What follows belongs to an exercise in optimizing a design on an open flow for small area, a short achievable clock period and few clock cycles per item; a production flow would make more cautious choices. Function was checked by simulation only, so behaviour that the tests miss may differ from the original. Power and IR drop assume default switching activity.

==> run a <==
## rv_core_top
module rv_core_top (
    input  logic        clk,
    input  logic        arst_n,
    input  logic        instr_valid,
    input  logic [31:0] instr,
    output logic        instr_ready,
    output logic [31:0] pc,
    output logic        retire_valid,
    output logic [31:0] retire_pc,
    output logic        retire_we,
    output logic [4:0]  retire_rd,
    output logic [31:0] retire_data,
    output logic        retire_illegal
);
clock: 10.0 ns
lec_check: 0
abc_clock_period_in_ps: 3000
cap_margin: 20
core_margin: 2
core_utilization: 55
cts_buf_list: sky130_fd_sc_hd__clkbuf_16
cts_cluster_diameter: 60
cts_cluster_size: 24
place_density: 0.65
slew_margin: 20
tns_end_percent: 100
standard.sh (not shown) runs the stock make flow with config.mk's settings and CLKGATE_MAP_FILE= SYNTH_SCRIPT=/design/flow/synth_recipe.tcl, a recipe that flattens the netlist after the stock synthesis.
==> flow/flow/run.sh <==
#!/bin/bash
set -euo pipefail
export SETUP_SLACK_MARGIN=6.2
bash standard.sh > standard_flow.log 2>&1
==> run b (differences from run a) <==
--- a/flow/design.v
+++ b/flow/design.v
@@ -13,17 +13,18 @@
     output logic [31:0] retire_data,
     output logic        retire_illegal
 );
     localparam logic [1:0] S_F = 2'd0, S_R = 2'd1, S_X = 2'd2, S_M = 2'd3;
     logic [1:0]  state;
     logic        clr;
     logic [31:0] ir, pc_q, a, b;
     logic [5:0]  maddr;
-    logic        r_valid, r_we, r_ill;
+    logic [7:0]  mhi, mlo;             
+    logic        r_valid, r_we, r_ill, st_pend;
     logic [31:0] r_pc, r_data;
     logic [31:0] regs [1:31];
     logic [31:0] dmem [64];
     logic [6:0] opc;
     logic       f_load, f_imm, f_jalr, f_store, f_op, f_br, f_jal, f_auipc, f_lui, f_writes;
     assign opc     = instr[6:0];
     assign f_load  = (opc == 7'b0000011);
     assign f_imm   = (opc == 7'b0010011);
@@ -44,18 +45,24 @@
     assign rs1 = ir[19:15];
     assign rs2 = ir[24:20];
     assign imm_i  = {{20{ir[31]}}, ir[31:20]};
     assign imm_s  = {{20{ir[31]}}, ir[31:25], ir[11:7]};
     assign imm_b  = {{19{ir[31]}}, ir[31], ir[7], ir[30:25], ir[11:8], 1'b0};
     assign imm_j  = {{11{ir[31]}}, ir[31], ir[19:12], ir[20], ir[30:21], 1'b0};
     assign imm_u  = {ir[31:12], 12'b0};
     assign imm_pc = c_jal ? imm_j : (c_br ? imm_b : imm_u);
-    assign rf_a = (rs1 == 5'd0) ? 32'd0 : regs[rs1];
-    assign rf_b = (rs2 == 5'd0) ? 32'd0 : regs[rs2];
+    always_comb begin
+        rf_a = 32'd0;
+        rf_b = 32'd0;
+        for (int i = 1; i < 32; i++) begin
+            rf_a = rf_a | ({32{rs1 == 5'(i)}} & regs[i]);
+            rf_b = rf_b | ({32{rs2 == 5'(i)}} & regs[i]);
+        end
+    end
     logic x_sub, x_sra, s_add, s_sll, s_slt, s_sltu, s_xor, s_sr, s_or, s_and;
     logic s_b, s_tgt, s_pc4, s_mem;
     logic b_eq, b_ne, b_lt, b_ge, b_ltu, b_geu;
     logic        lt, ltu, eq, taken, sh_left;
     logic [31:0] sum, sh_in, sh_out, shl, tgt, pc4, wb, npc;
     logic [7:0]  addr;
     assign sum = a + (b ^ {32{x_sub}}) + {31'd0, x_sub};
     assign ltu = (a < b);
@@ -79,46 +86,57 @@
                 ({32{s_pc4}}  & pc4);
     assign taken = (b_eq & eq) | (b_ne & !eq) | (b_lt & lt) | (b_ge & !lt) |
                    (b_ltu & ltu) | (b_geu & !ltu);
     always_comb begin
         if (c_jal || taken) npc = tgt;
         else if (c_jalr)    npc = {sum[31:1], 1'b0};
         else                npc = pc4;
     end
+    logic [63:0] msel;
+    logic [31:0] mrd;
+    always_comb begin
+        mrd = 32'd0;
+        for (int i = 0; i < 64; i++) begin
+            msel[i] = mhi[i / 8] & mlo[i % 8];
+            mrd = mrd | ({32{msel[i]}} & dmem[i]);
+        end
+    end
     assign addr = a[7:0] + (c_store ? imm_s[7:0] : imm_i[7:0]);
     assign instr_ready = (state == S_F);
     always_ff @(posedge clk or negedge arst_n) begin
         if (!arst_n) begin
             state   <= S_F;
             clr     <= 1'b1;
             pc_q    <= 32'd0;
             r_valid <= 1'b0;
             r_data  <= 32'd0;
+            st_pend <= 1'b0;
         end else begin
             clr     <= 1'b0;
             r_valid <= 1'b0;
+            st_pend <= (state == S_X) && c_store;
             case (state)
                 S_F: if (instr_valid) state <= S_R;
                 S_R: state <= S_X;
                 S_X: begin
-                    if (c_load || c_store) begin
+                    if (c_load) begin
                         state <= S_M;
                     end else begin
                         state   <= S_F;
                         pc_q    <= npc;
                         r_valid <= 1'b1;
                         r_data  <= wb;
                     end
                 end
                 default: begin
                     state   <= S_F;
                     pc_q    <= pc4;
                     r_valid <= 1'b1;
-                    r_data  <= {32{s_mem}} & dmem[maddr];
+                    r_data  <= {32{s_mem}} & mrd;
                 end
             endcase
         end
     end
     always_ff @(posedge clk) begin
         if (state == S_F && instr_valid) begin
             ir      <= instr;
             c_load  <= f_load;
@@ -154,21 +172,25 @@
             b_ne   <= c_br && f3 == 3'b001;
             b_lt   <= c_br && f3 == 3'b100;
             b_ge   <= c_br && f3 == 3'b101;
             b_ltu  <= c_br && f3 == 3'b110;
             b_geu  <= c_br && f3 == 3'b111;
         end
         if (state == S_X) begin
             maddr <= addr[7:2];
+            for (int i = 0; i < 8; i++) begin
+                mhi[i] <= (addr[7:5] == 3'(i));
+                mlo[i] <= (addr[4:2] == 3'(i));
+            end
             r_pc  <= pc_q;
             r_we  <= c_we;
             r_ill <= c_ill;
         end
-        if (state == S_M && c_store) dmem[maddr] <= b;
+        if (st_pend) dmem[maddr] <= b;
         for (int i = 1; i < 32; i++)
             if (clr || (r_valid && r_we && rd == 5'(i))) regs[i] <= r_data;
     end
     assign pc             = pc_q;
     assign retire_valid   = r_valid;
     assign retire_pc      = r_pc;
     assign retire_we      = r_we;
     assign retire_rd      = rd;
==> flow/flow/run.sh (replaced) <==
#!/bin/bash
set -euo pipefail
export SETUP_SLACK_MARGIN=6.4
bash standard.sh > standard_flow.log 2>&1
==> run notes <==
By count the netlist is led by 3199 x sky130_fd_sc_hd__edfxtp_1, 698 x sky130_fd_sc_hd__mux4_2, 382 x sky130_fd_sc_hd__a22oi_1, 366 x sky130_fd_sc_hd__clkbuf_1, 305 x sky130_fd_sc_hd__nand2_1. The detailed router put a total of 179000 um of wire on met1. The run finished with no timing, DRC or antenna violations.

After synthesis the netlist holds a flip-flop and latch count of 3272. The finished cells cover 160000 um^2. The run gives 232000 um as the met2 wire length. The worst-skew pair later-pin latency is 950 ps, and the area share of the leading cell type in the synthesized netlist is 69.7%. By area, the combinational part of the netlist is dominated by multiplexers. The core region is 249000 um^2.

Internal power comes to 30.9 mW. Detailed routing placed a total of 83100 um of wire on met3. The number of detailed-routing iterations run before antenna repair was 13.

The synthesized netlist devotes 3.81% of its cell area to simple gates. At the worst endpoint, the arrival time is 4590 ps. The worst path buffer plus inverter count was 1.
[end of results for run a]
==> run notes <==
The final design instance area without fill came out at 155000 um^2. Counting both buffers and inverters, the worst setup path holds a total of 4. After synthesis, the largest family of logic cells by area is compound AO/OA/AOI/OAI gates.

Area share of the leading cell type in the synthesized netlist: 72.3%. The synthesized netlist devotes 5.25% of its cell area to simple gates. Data on the critical path arrives at its endpoint at 4690 ps. The internal power was 29.4 mW.

The run finished with no timing, DRC or antenna violations.
[end of results for run b]
Testbench counts of run a, summed over its fixed seeds: cycles 105,502, instrs 32,000.
Testbench counts of run b, summed over its fixed seeds: cycles 99,043, instrs 32,000.

## separate check: timing with driven ports
In the flow no input, the clock included, has a driving cell. The finished layouts below were timed again as built, in two steps. Step 1 sets driving cells, clkbuf_16 on the clock port and buf_2 on the other inputs (assumed; they add their load-dependent delay and slew). Step 2 adds t to the input delays and takes it off the output delays; t is the mean of the earliest and latest rising clock arrival at the registers after step 1. Input paths then give back, and output paths get back, about the clock's delay inside the block. Slacks: ideal ports / drivers / drivers and shift; pairs: ideal ports / drivers.
| run | t, ns | setup slack, ns | clock arrival spread, ns | slew at the worst register clock pin (ns) |
|---|---|---|---|---|
| run a | 1.015 | 5.980 / 5.980 / 5.980 | 0.087 / 0.087 | 0.10 / 0.10 |
| run b | 1.034 | 6.085 / 6.085 / 6.085 | 0.085 / 0.085 | 0.10 / 0.10 |
After both steps setup and hold are still met in every run listed.
